Source: an optimization exercise on an open RTL-to-GDS flow (aim: small area). Production flows keep margins and buffers that such runs may drop.
Function was not checked in any run shown here: the RTL went through the layout flow alone.

==> flow/design.v (outline; a module is shown in full before it is edited, if it fits) <==
// module cordic_top: 1033 lines
module cordic_top (
    input  logic               i_clk,
    input  logic               i_reset,
    input  logic               i_valid,
    input  logic signed [31:0] i_x,
    input  logic signed [31:0] i_y,
    input  logic signed [31:0] i_angle,
    output logic               o_valid,
    output logic signed [31:0] o_x,
    output logic signed [31:0] o_y
);
  // ...
==> flow/run.sh <==
#!/bin/bash
# synth_recipe.tcl (not shown) runs the flow's synth.tcl, then flattens the netlist and writes it again
# the make line also repeats each setting of config.mk as NAME=value (left out here)
make -C /OpenROAD-flow-scripts/flow DESIGN_CONFIG=/design/flow/config.mk WORK_HOME=/design/flow/orfs CLKGATE_MAP_FILE= SYNTH_SCRIPT=/design/flow/synth_recipe.tcl finish
==> flow/config.mk <==
export PLATFORM = sky130hd
export DESIGN_NAME = cordic_top
export DESIGN_NICKNAME = cordic_top
export VERILOG_FILES = /design/flow/design.v
export SDC_FILE = /design/flow/constraint.sdc
export NUM_CORES = 4
export LEC_CHECK = 0
export CAP_MARGIN = 20
export CORE_MARGIN = 2
export CORE_UTILIZATION = 40
export GPL_TIMING_DRIVEN = 0
export SETUP_SLACK_MARGIN = 0.2
export SLEW_MARGIN = 20
==> flow/constraint.sdc <==
create_clock -name core_clock -period 6.0 [get_ports {i_clk}]
set_input_delay 1.2000 -clock core_clock [delete_from_list [all_inputs] [get_ports {i_clk}]]
set_output_delay 1.2000 -clock core_clock [all_outputs]
set_load 0.01 [all_outputs]
==> flow_summary.ini, run 1 <==
[layout]
utilization_pct = 49.9
multi_input_area_sq_mm = 0.0799
clk_share_pct = 3.14
final_common_cell = ha_1
seq_cells = 914
final_cell_area_sq_mm = 0.119

[clock_tree]
cts_num_sinks = 914
ctsHoldBuffers = 0
cts_max_path_buffers = 3

[detailed_routing]
via_count = 82700
routed-wl-met2_um = 135000
drc = 0

[critical_path]
critical_path.startpoint = ex_r12
worst-endpoint-arrival_ps = 7110
crit_top_cell = a21o_1
r2r_end = y_r14[31]
critPathKind = reg -> reg
worstPathRequired_ps = 6630

[timing]
setup_ws_ps = -485
finalHoldViolCount = 0
fin_crit_sh_pct = 108
setup_viol_count_final = 33

[status]
failed_checks = negative setup slack
status = failed layout checks

[grt]
grt_pass1_vias = 82900
grtUsageMet2_pct = 38.3
grt_start_max_net_pins = 18

[worst_hold_path]
whs_path_depth = 0

[placed_design]
gp_congestion = 0.911

[synthesis]
avgSynthCellArea_sq_um = 8.39
syn_nets = 13200
synth_top_area_cell = ha_1
==> run 2, diff against run 1 <==
--- a/flow/design.v
+++ b/flow/design.v
@@ -55,43 +55,41 @@
     assign z2 = d1 ? zp2 : zm2;
     logic d2;
     assign d2 = z2[29];
     logic signed [31:0] x1, y1, tx0, ty0;
     assign ty0 = yf0 >>> 0;
     assign tx0 = xf0 >>> 0;
     logic fy0;
     assign fy0 = d0 ^ ~d1;
-    logic cx1, cy1;
     assign x1 = add_c(xf0, ty0, p0);
     assign y1 = add_x(~yf0, tx0, 1'b0, fy0);
-    assign cx1 = 1'b0;
+    logic cy1;
     assign cy1 = ~p0 ^ fy0;
     logic signed [28:0] z3;
     logic signed [28:0] zp3, zm3;
     assign zp3 = 29'(add_c(32'(z2), 32'd167458907, 1'b0));
     assign zm3 = 29'(add_c(32'(z2), ~32'd167458907, 1'b1));
     assign z3 = d2 ? zp3 : zm3;
     logic d3;
     assign d3 = z3[28];
     logic signed [31:0] x2, y2, tx1, ty1;
     assign ty1 = y1 >>> 1;
     assign tx1 = x1 >>> 1;
     logic fy1;
     assign fy1 = d1 ^ ~d2;
-    logic cx2, cy2;
-    assign x2 = add_x(x1, ty1, cy1, fy1);
-    assign y2 = add_c(~y1, tx1, cx1);
-    assign cx2 = cx1 ^ fy1;
-    assign cy2 = ~cy1;
+    assign x2 = add_c(x1, ty1, cy1);
+    assign y2 = add_x(~y1, tx1, 1'b0, fy1);
+    logic cy2;
+    assign cy2 = ~cy1 ^ fy1;
     logic signed [31:0] xs2, ys2;
     logic cxs2, cys2;
     assign xs2 = exact0 ? xex : x2;
     assign ys2 = exact0 ? yex : y2;
-    assign cxs2 = ~exact0 & cx2;
+    assign cxs2 = ~exact0 & 1'b0;
     assign cys2 = ~exact0 & cy2;
     logic signed [31:0] x_r2;
     logic signed [31:0] y_r2;
     logic signed [28:0] z_r2;
     logic [0:0] d2_r2;
     logic [0:0] cx_r2;
     logic [0:0] cy_r2;
     logic [0:0] flip_r2;
@@ -110,41 +108,39 @@
     logic signed [31:0] x3, y3, tx2, ty2;
     logic signed [31:0] sy2, sx2;
     assign sy2 = y_r2 >>> 2;
     assign sx2 = x_r2 >>> 2;
     assign ty2 = sy2 & {32{~ex_r2}};
     assign tx2 = sx2 & {32{~ex_r2}};
     logic fy2;
     assign fy2 = d2_r2 ^ ~d3_r2;
-    logic cx3, cy3;
     assign x3 = add_c(x_r2, ty2, cy_r2 & ~ex_r2);
     assign y3 = add_x(~y_r2, tx2, cx_r2 & ~ex_r2, fy2);
-    assign cx3 = cx_r2;
+    logic cy3;
     assign cy3 = ~cy_r2 ^ fy2;
     logic signed [26:0] z5;
     logic signed [26:0] zp5, zm5;
     assign zp5 = 27'(add_c(32'(z4), 32'd42667331, 1'b0));
     assign zm5 = 27'(add_c(32'(z4), ~32'd42667331, 1'b1));
     assign z5 = d4 ? zp5 : zm5;
     logic d5;
     assign d5 = z5[26];
     logic signed [31:0] x4, y4, tx3, ty3;
     logic signed [31:0] sy3, sx3;
     assign sy3 = y3 >>> 3;
     assign sx3 = x3 >>> 3;
     assign ty3 = sy3 & {32{~ex_r2}};
     assign tx3 = sx3 & {32{~ex_r2}};
     logic fy3;
     assign fy3 = d3_r2 ^ ~d4;
-    logic cx4, cy4;
-    assign x4 = add_x(x3, ty3, cy3 & ~ex_r2, fy3);
-    assign y4 = add_c(~y3, tx3, cx3 & ~ex_r2);
-    assign cx4 = cx3 ^ fy3;
-    assign cy4 = ~cy3;
+    assign x4 = add_c(x3, ty3, cy3 & ~ex_r2);
+    assign y4 = add_x(~y3, tx3, cx_r2 & ~ex_r2, fy3);
+    logic cy4;
+    assign cy4 = ~cy3 ^ fy3;
     logic signed [31:0] x_r4;
     logic signed [31:0] y_r4;
     logic signed [26:0] z_r4;
     logic [0:0] d4_r4;
     logic [0:0] cx_r4;
     logic [0:0] cy_r4;
     logic [0:0] flip_r4;
     logic [0:0] ex_r4;
@@ -162,41 +158,39 @@
     logic signed [31:0] x5, y5, tx4, ty4;
     logic signed [31:0] sy4, sx4;
     assign sy4 = y_r4 >>> 4;
     assign sx4 = x_r4 >>> 4;
     assign ty4 = sy4 & {32{~ex_r4}};
     assign tx4 = sx4 & {32{~ex_r4}};
     logic fy4;
     assign fy4 = d4_r4 ^ ~d5_r4;
-    logic cx5, cy5;
     assign x5 = add_c(x_r4, ty4, cy_r4 & ~ex_r4);
     assign y5 = add_x(~y_r4, tx4, cx_r4 & ~ex_r4, fy4);
-    assign cx5 = cx_r4;
+    logic cy5;
     assign cy5 = ~cy_r4 ^ fy4;
     logic signed [24:0] z7;
     logic signed [24:0] zp7, zm7;
     assign zp7 = 25'(add_c(32'(z6), 32'd10679838, 1'b0));
     assign zm7 = 25'(add_c(32'(z6), ~32'd10679838, 1'b1));
     assign z7 = d6 ? zp7 : zm7;
     logic d7;
     assign d7 = z7[24];
     logic signed [31:0] x6, y6, tx5, ty5;
     logic signed [31:0] sy5, sx5;
     assign sy5 = y5 >>> 5;
     assign sx5 = x5 >>> 5;
     assign ty5 = sy5 & {32{~ex_r4}};
     assign tx5 = sx5 & {32{~ex_r4}};
     logic fy5;
     assign fy5 = d5_r4 ^ ~d6;
-    logic cx6, cy6;
-    assign x6 = add_x(x5, ty5, cy5 & ~ex_r4, fy5);
-    assign y6 = add_c(~y5, tx5, cx5 & ~ex_r4);
-    assign cx6 = cx5 ^ fy5;
-    assign cy6 = ~cy5;
+    assign x6 = add_c(x5, ty5, cy5 & ~ex_r4);
+    assign y6 = add_x(~y5, tx5, cx_r4 & ~ex_r4, fy5);
+    logic cy6;
+    assign cy6 = ~cy5 ^ fy5;
     logic signed [31:0] x_r6;
     logic signed [31:0] y_r6;
     logic signed [24:0] z_r6;
     logic [0:0] d6_r6;
     logic [0:0] cx_r6;
     logic [0:0] cy_r6;
     logic [0:0] flip_r6;
     logic [0:0] ex_r6;
@@ -214,41 +208,39 @@
     logic signed [31:0] x7, y7, tx6, ty6;
     logic signed [31:0] sy6, sx6;
     assign sy6 = y_r6 >>> 6;
     assign sx6 = x_r6 >>> 6;
     assign ty6 = sy6 & {32{~ex_r6}};
     assign tx6 = sx6 & {32{~ex_r6}};
     logic fy6;
     assign fy6 = d6_r6 ^ ~d7_r6;
-    logic cx7, cy7;
     assign x7 = add_c(x_r6, ty6, cy_r6 & ~ex_r6);
     assign y7 = add_x(~y_r6, tx6, cx_r6 & ~ex_r6, fy6);
-    assign cx7 = cx_r6;
+    logic cy7;
     assign cy7 = ~cy_r6 ^ fy6;
     logic signed [22:0] z9;
     logic signed [22:0] zp9, zm9;
     assign zp9 = 23'(add_c(32'(z8), 32'd2670163, 1'b0));
     assign zm9 = 23'(add_c(32'(z8), ~32'd2670163, 1'b1));
     assign z9 = d8 ? zp9 : zm9;
     logic d9;
     assign d9 = z9[22];
     logic signed [31:0] x8, y8, tx7, ty7;
     logic signed [31:0] sy7, sx7;
     assign sy7 = y7 >>> 7;
     assign sx7 = x7 >>> 7;
     assign ty7 = sy7 & {32{~ex_r6}};
     assign tx7 = sx7 & {32{~ex_r6}};
     logic fy7;
     assign fy7 = d7_r6 ^ ~d8;
-    logic cx8, cy8;
-    assign x8 = add_x(x7, ty7, cy7 & ~ex_r6, fy7);
-    assign y8 = add_c(~y7, tx7, cx7 & ~ex_r6);
-    assign cx8 = cx7 ^ fy7;
-    assign cy8 = ~cy7;
+    assign x8 = add_c(x7, ty7, cy7 & ~ex_r6);
+    assign y8 = add_x(~y7, tx7, cx_r6 & ~ex_r6, fy7);
+    logic cy8;
+    assign cy8 = ~cy7 ^ fy7;
     logic signed [31:0] x_r8;
     logic signed [31:0] y_r8;
     logic signed [22:0] z_r8;
     logic [0:0] d8_r8;
     logic [0:0] cx_r8;
     logic [0:0] cy_r8;
     logic [0:0] flip_r8;
     logic [0:0] ex_r8;
@@ -266,41 +258,39 @@
     logic signed [31:0] x9, y9, tx8, ty8;
     logic signed [31:0] sy8, sx8;
     assign sy8 = y_r8 >>> 8;
     assign sx8 = x_r8 >>> 8;
     assign ty8 = sy8 & {32{~ex_r8}};
     assign tx8 = sx8 & {32{~ex_r8}};
     logic fy8;
     assign fy8 = d8_r8 ^ ~d9_r8;
-    logic cx9, cy9;
     assign x9 = add_c(x_r8, ty8, cy_r8 & ~ex_r8);
     assign y9 = add_x(~y_r8, tx8, cx_r8 & ~ex_r8, fy8);
-    assign cx9 = cx_r8;
+    logic cy9;
     assign cy9 = ~cy_r8 ^ fy8;
     logic signed [20:0] z11;
     logic signed [20:0] zp11, zm11;
     assign zp11 = 21'(add_c(32'(z10), 32'd667544, 1'b0));
     assign zm11 = 21'(add_c(32'(z10), ~32'd667544, 1'b1));
     assign z11 = d10 ? zp11 : zm11;
     logic d11;
     assign d11 = z11[20];
     logic signed [31:0] x10, y10, tx9, ty9;
     logic signed [31:0] sy9, sx9;
     assign sy9 = y9 >>> 9;
     assign sx9 = x9 >>> 9;
     assign ty9 = sy9 & {32{~ex_r8}};
     assign tx9 = sx9 & {32{~ex_r8}};
     logic fy9;
     assign fy9 = d9_r8 ^ ~d10;
-    logic cx10, cy10;
-    assign x10 = add_x(x9, ty9, cy9 & ~ex_r8, fy9);
-    assign y10 = add_c(~y9, tx9, cx9 & ~ex_r8);
-    assign cx10 = cx9 ^ fy9;
-    assign cy10 = ~cy9;
+    assign x10 = add_c(x9, ty9, cy9 & ~ex_r8);
+    assign y10 = add_x(~y9, tx9, cx_r8 & ~ex_r8, fy9);
+    logic cy10;
+    assign cy10 = ~cy9 ^ fy9;
     logic signed [31:0] x_r10;
     logic signed [31:0] y_r10;
     logic signed [20:0] z_r10;
     logic [0:0] d10_r10;
     logic [0:0] cx_r10;
     logic [0:0] cy_r10;
     logic [0:0] flip_r10;
     logic [0:0] ex_r10;
@@ -318,41 +308,39 @@
     logic signed [31:0] x11, y11, tx10, ty10;
     logic signed [31:0] sy10, sx10;
     assign sy10 = y_r10 >>> 10;
     assign sx10 = x_r10 >>> 10;
     assign ty10 = sy10 & {32{~ex_r10}};
     assign tx10 = sx10 & {32{~ex_r10}};
     logic fy10;
     assign fy10 = d10_r10 ^ ~d11_r10;
-    logic cx11, cy11;
     assign x11 = add_c(x_r10, ty10, cy_r10 & ~ex_r10);
     assign y11 = add_x(~y_r10, tx10, cx_r10 & ~ex_r10, fy10);
-    assign cx11 = cx_r10;
+    logic cy11;
     assign cy11 = ~cy_r10 ^ fy10;
     logic signed [18:0] z13;
     logic signed [18:0] zp13, zm13;
     assign zp13 = 19'(add_c(32'(z12), 32'd166886, 1'b0));
     assign zm13 = 19'(add_c(32'(z12), ~32'd166886, 1'b1));
     assign z13 = d12 ? zp13 : zm13;
     logic d13;
     assign d13 = z13[18];
     logic signed [31:0] x12, y12, tx11, ty11;
     logic signed [31:0] sy11, sx11;
     assign sy11 = y11 >>> 11;
     assign sx11 = x11 >>> 11;
     assign ty11 = sy11 & {32{~ex_r10}};
     assign tx11 = sx11 & {32{~ex_r10}};
     logic fy11;
     assign fy11 = d11_r10 ^ ~d12;
-    logic cx12, cy12;
-    assign x12 = add_x(x11, ty11, cy11 & ~ex_r10, fy11);
-    assign y12 = add_c(~y11, tx11, cx11 & ~ex_r10);
-    assign cx12 = cx11 ^ fy11;
-    assign cy12 = ~cy11;
+    assign x12 = add_c(x11, ty11, cy11 & ~ex_r10);
+    assign y12 = add_x(~y11, tx11, cx_r10 & ~ex_r10, fy11);
+    logic cy12;
+    assign cy12 = ~cy11 ^ fy11;
     logic signed [31:0] x_r12;
     logic signed [31:0] y_r12;
     logic signed [18:0] z_r12;
     logic [0:0] d12_r12;
     logic [0:0] cx_r12;
     logic [0:0] cy_r12;
     logic [0:0] flip_r12;
     logic [0:0] ex_r12;
@@ -370,41 +358,39 @@
     logic signed [31:0] x13, y13, tx12, ty12;
     logic signed [31:0] sy12, sx12;
     assign sy12 = y_r12 >>> 12;
     assign sx12 = x_r12 >>> 12;
     assign ty12 = sy12 & {32{~ex_r12}};
     assign tx12 = sx12 & {32{~ex_r12}};
     logic fy12;
     assign fy12 = d12_r12 ^ ~d13_r12;
-    logic cx13, cy13;
     assign x13 = add_c(x_r12, ty12, cy_r12 & ~ex_r12);
     assign y13 = add_x(~y_r12, tx12, cx_r12 & ~ex_r12, fy12);
-    assign cx13 = cx_r12;
+    logic cy13;
     assign cy13 = ~cy_r12 ^ fy12;
     logic signed [16:0] z15;
     logic signed [16:0] zp15, zm15;
     assign zp15 = 17'(add_c(32'(z14), 32'd41722, 1'b0));
     assign zm15 = 17'(add_c(32'(z14), ~32'd41722, 1'b1));
     assign z15 = d14 ? zp15 : zm15;
     logic d15;
     assign d15 = z15[16];
     logic signed [31:0] x14, y14, tx13, ty13;
     logic signed [31:0] sy13, sx13;
     assign sy13 = y13 >>> 13;
     assign sx13 = x13 >>> 13;
     assign ty13 = sy13 & {32{~ex_r12}};
     assign tx13 = sx13 & {32{~ex_r12}};
     logic fy13;
     assign fy13 = d13_r12 ^ ~d14;
-    logic cx14, cy14;
-    assign x14 = add_x(x13, ty13, cy13 & ~ex_r12, fy13);
-    assign y14 = add_c(~y13, tx13, cx13 & ~ex_r12);
-    assign cx14 = cx13 ^ fy13;
-    assign cy14 = ~cy13;
+    assign x14 = add_c(x13, ty13, cy13 & ~ex_r12);
+    assign y14 = add_x(~y13, tx13, cx_r12 & ~ex_r12, fy13);
+    logic cy14;
+    assign cy14 = ~cy13 ^ fy13;
     logic signed [31:0] x_r14;
     logic signed [31:0] y_r14;
     logic [0:0] d14_r14;
     logic [0:0] d15_r14;
     logic [0:0] cx_r14;
     logic [0:0] cy_r14;
     logic [0:0] flip_r14;
     logic [0:0] ex_r14;
@@ -413,32 +399,30 @@
     logic signed [31:0] x15, y15, tx14, ty14;
     logic signed [31:0] sy14, sx14;
     assign sy14 = y_r14 >>> 14;
     assign sx14 = x_r14 >>> 14;
     assign ty14 = sy14 & {32{~ex_r14}};
     assign tx14 = sx14 & {32{~ex_r14}};
     logic fy14;
     assign fy14 = d14_r14 ^ ~d15_r14;
-    logic cx15, cy15;
     assign x15 = add_c(x_r14, ty14, cy_r14 & ~ex_r14);
     assign y15 = add_x(~y_r14, tx14, cx_r14 & ~ex_r14, fy14);
-    assign cx15 = cx_r14;
+    logic cy15;
     assign cy15 = ~cy_r14 ^ fy14;
     logic signed [31:0] x16, y16, tx15, ty15;
     logic signed [31:0] sy15, sx15;
     assign sy15 = y15 >>> 15;
     assign sx15 = x15 >>> 15;
     assign ty15 = sy15 & {32{~ex_r14}};
     assign tx15 = sx15 & {32{~ex_r14}};
-    logic cx16, cy16;
-    assign x16 = add_x(x15, ty15, cy15 & ~ex_r14, 1'b0);
-    assign y16 = add_c(~y15, tx15, cx15 & ~ex_r14);
-    assign cx16 = cx15 ^ 1'b0;
-    assign cy16 = ~cy15;
+    assign x16 = add_c(x15, ty15, cy15 & ~ex_r14);
+    assign y16 = add_x(~y15, tx15, cx_r14 & ~ex_r14, 1'b0);
+    logic cy16;
+    assign cy16 = ~cy15 ^ 1'b0;
     logic signed [31:0] x_r16;
     logic signed [31:0] y_r16;
     logic [0:0] cx_r16;
     logic [0:0] cy_r16;
     logic [0:0] flip_r16;
     logic [0:0] ex_r16;
     logic [0:0] q1_r16;
     logic v_r16;
@@ -543,69 +527,69 @@
         cy_r2 <= cys2;
         flip_r2 <= flip0;
         ex_r2 <= exact0;
         q1_r2 <= ny0;
         x_r4 <= x4;
         y_r4 <= y4;
         z_r4 <= z5;
         d4_r4 <= d4;
-        cx_r4 <= cx4;
+        cx_r4 <= cx_r2;
         cy_r4 <= cy4;
         flip_r4 <= flip_r2;
         ex_r4 <= ex_r2;
         q1_r4 <= q1_r2;
         x_r6 <= x6;
         y_r6 <= y6;
         z_r6 <= z7;
         d6_r6 <= d6;
-        cx_r6 <= cx6;
+        cx_r6 <= cx_r4;
         cy_r6 <= cy6;
         flip_r6 <= flip_r4;
         ex_r6 <= ex_r4;
         q1_r6 <= q1_r4;
         x_r8 <= x8;
         y_r8 <= y8;
         z_r8 <= z9;
         d8_r8 <= d8;
-        cx_r8 <= cx8;
+        cx_r8 <= cx_r6;
         cy_r8 <= cy8;
         flip_r8 <= flip_r6;
         ex_r8 <= ex_r6;
         q1_r8 <= q1_r6;
         x_r10 <= x10;
         y_r10 <= y10;
         z_r10 <= z11;
         d10_r10 <= d10;
-        cx_r10 <= cx10;
+        cx_r10 <= cx_r8;
         cy_r10 <= cy10;
         flip_r10 <= flip_r8;
         ex_r10 <= ex_r8;
         q1_r10 <= q1_r8;
         x_r12 <= x12;
         y_r12 <= y12;
         z_r12 <= z13;
         d12_r12 <= d12;
-        cx_r12 <= cx12;
+        cx_r12 <= cx_r10;
         cy_r12 <= cy12;
         flip_r12 <= flip_r10;
         ex_r12 <= ex_r10;
         q1_r12 <= q1_r10;
         x_r14 <= x14;
         y_r14 <= y14;
         d14_r14 <= d14;
         d15_r14 <= d15;
-        cx_r14 <= cx14;
+        cx_r14 <= cx_r12;
         cy_r14 <= cy14;
         flip_r14 <= flip_r12;
         ex_r14 <= ex_r12;
         q1_r14 <= q1_r12;
         x_r16 <= x16;
         y_r16 <= y16;
-        cx_r16 <= cx16;
+        cx_r16 <= cx_r14;
         cy_r16 <= cy16;
         flip_r16 <= flip_r14;
         ex_r16 <= ex_r14;
         q1_r16 <= q1_r14;
         x_r18 <= g2x;
         y_r18 <= g2y;
         cx_r18 <= cx_r16;
         cy_r18 <= cy_r16;
==> flow/config.mk (replaced) <==
export PLATFORM = sky130hd
export DESIGN_NAME = cordic_top
export DESIGN_NICKNAME = cordic_top
export VERILOG_FILES = /design/flow/design.v
export SDC_FILE = /design/flow/constraint.sdc
export NUM_CORES = 4
export LEC_CHECK = 0
export CAP_MARGIN = 20
export CORE_MARGIN = 2
export CORE_UTILIZATION = 40
export GPL_TIMING_DRIVEN = 0
export SLEW_MARGIN = 20
==> run 2 against run 1 <==
Still fails the layout checks on negative setup slack. Cell count down 2.0%. Wire length decreased by 2.5%. Flip-flop and latch count down 11. Highest routed layer is now met4.
==> flow_summary.ini, run 2 <==
[status]
status = failed layout checks
failed_checks = negative setup slack

[layout]
nets = 13900
layout_common_cells = 1434 x ha_1, 1390 x xnor2_1, 1012 x nor2_1
fin_cells = 15400
drive_gt1_share_pct = 14.0
utilization_pct = 48.5
final_common_cell = ha_1
area_delta_synth_final_pct = 20.2

[synthesis]
yosysMostFrequentCell = xnor2_1
synth_edf_count = 0
synth_cell_types = 89
syn-cell-area_sq_mm = 0.0950
synth_flop_cell = dfxtp_1
synth_top_area_cell = ha_1
ys_seq_area_share_pct = 19.1
synth_top_area_share_pct = 19.5
yosys-top-cells-area = ha_1 19%, dfxtp_1 19%, xnor2_1 14%
synth-async-reset-ratio_pct = 1.22
yosys_register_bits = 903
ys_warn_count = 1
synth_commonest_cells = 1488 x xnor2_1, 1479 x ha_1, 1062 x nor2_1
syn_inst = 11400
syn_nets = 13100
avgSynthCellArea_sq_um = 8.35

[timing]
max-slew-margin-rel_pct = 18.4
fin_crit_sh_pct = 107
clock_skew_ps = 45.9
setup_viol_count_final = 30
rsz0062_at_grt = true
drv_slew = 0
min_period_ps = 6440
setup_ws_ps = -443
finalHoldViolCount = 0
max_freq_mhz = 155
worst_pin_slew_ps = 1220

[worst_hold_path]
holdPathEnd = flip_r18
min_from = flip_r16
hp-class = reg -> reg
whs_path_depth = 0

[critical_path]
slowest_stage = fa_2
critPathKind = reg -> reg
critical-path-max-stage-delay_ps = 400
path_max_fanout = 7
worst-endpoint-arrival_ps = 7100
reg2regPathDepth = 30
worstPathRequired_ps = 6660
reg2reg_setup_slack_ps = -440
cp-start-kind = flop
r2r_end = y_r12[31]
crit_top_cell = a21o_1
reg2reg_from = ex_r10
critPathCaptureType = flop

[clock_tree]
cts-root-buf = clkbuf_16
tritoncts = built
cts_max_level = 3
clock_latency_ps = 790
cts_made_buffers = 109
cts_max_path_buffers = 3
ctsHoldBuffers = 0
path_clk_slew_ps = 60
cts_num_sinks = 903

[detailed_routing]
routed_wirelength_um = 269000
via_count = 80600
drt_iter0_drc = 3315
wl_per_cell_um = 17.5
drt-pass1-iter-count = 6
drc = 0
vias_per_cell = 5.24
ant_nets = 0

[placed_design]
dpl_worst_slack_ps = -2440
dpl.hpwl_um = 220000
gp_congestion = 0.930
io_buffers = 157
dp_cells = 14700

[grt]
grt_pass1_wl_um = 418000
grt_overflow = 0
grt_pass1_vias = 81800
grt_usage_pct = 21.1
antenna_found_initial = 12
grt_start_max_net_pins = 20

[die]
start_util_pct = 40.3
fp.dieArea_sq_mm = 0.241
fp.dieH_um = 491
core_sq_mm = 0.236
rows = 178
pin_count = 164
die_w_um = 491

[flow_run]
max-cap-violations = 0
==> run 2: cell families after synthesis <==
group / synth area share (%)
simple gates: 17.0
xor+xnor: 18.8
mux: 1.91
fa+ha+maj: 22.9
flops: 19.1
buf+inv: 4.47
other cells: 0.00395
compound gates: 15.7
==> run 2: worst max-delay path by stage <==
stage                            from        end  slack (ps)  depth (start not counted)
after detailed placement  i_angle[29]   x_r2[31]       -2440                         22
after floorplan           i_angle[30]   y_r2[30]        -220                         30
after global placement    i_angle[29]   x_r2[31]       -2300                         22
final                          ex_r10  y_r12[31]        -440                         30
after global routing           ex_r14  y_r16[31]        -800                         32
after CTS                      ex_r14  y_r16[30]        -540                         32
==> run 2: cell type report <==
| cell class | count | area (sq um) |
|---|---|---|
| well taps | 3150 | 3940 |
| diodes | 12 | 30.0 |
| repair buffers | 658 | 5560 |
| plain buffers | 248 | 1890 |
| clock inverters | 64 | 827 |
| clock buffers | 138 | 3070 |
| fillers | 22400 | 121000 |
| inverters | 863 | 3250 |
| multi-input cells | 9348 | 77400 |
| flip-flops and latches | 903 | 18200 |
==> run 2: what timing repair did <==
action                                  4_1_cts  5_1_grt
pin swaps                                   342      432
setup buffers                               282      225
endpoints found under the setup margin      467      224
gates cloned                                  0        3
gates resized for setup                     751      568
==> run 2: metal layers <==
layer / vias to the layer above / share of wire, % / global-route usage [%] / wire [um]
li1: 40500 / - / - / -
met1: 38000 / 40 / 23.2 / 108000
met2: 1464 / 51 / 39.4 / 136000
met3: 640 / 3.2 / 2.37 / 8500
met4: 0 / 5.8 / 11.5 / 15700
met5: - / 0 / 0 / 0
==> run 2: worst max-delay path, delay by kind of cell, from the launching register on <==
kind | cells | cell delay [ps]
adders and majority gates | 3 | 920
and+or+nand+nor | 6 | 1000
DFF | 1 | 380
buffers and inverters | 3 | 500
xor gates and xnor gates | 3 | 530
AOI/OAI and AO/OA | 15 | 2990
==> run 2: stage by stage <==
step                TNS (ps)  hold slack (ps)  area [sq um]
detailed placement   -390410              312        101000
global placement     -359040              311        101000
CTS                    -9100              326        110000
global route          -21410              334        114000
finish                 -7270              325        114000
floorplan              -1990              310         95400

==> separate check: timing with driven ports <==
How much do the figures lean on ideal ports? The routed layouts below were timed once more, with nothing changed but the port constraints.
Step 1 assumes that a clkbuf_16 drives the clock port and a buf_2 every other input.
Step 2 times the ports against the registers' clock, not the clock port: input delays grow and output delays shrink by t, the midpoint of the rising clock arrivals with the driver on.
a / b / c = ideal ports / drivers / drivers and shift; a / b = the first two.
run | t, ns | setup WS [ns] | worst setup path after step 2
run 1 | 0.851 | -0.485 / -0.517 / -0.679 | input to register
run 2 | 0.853 | -0.443 / -0.443 / -0.684 | input to register
The setup slack of run 2, which loses most, moves by 0.000 ns with the drivers and by -0.241 ns with both steps.
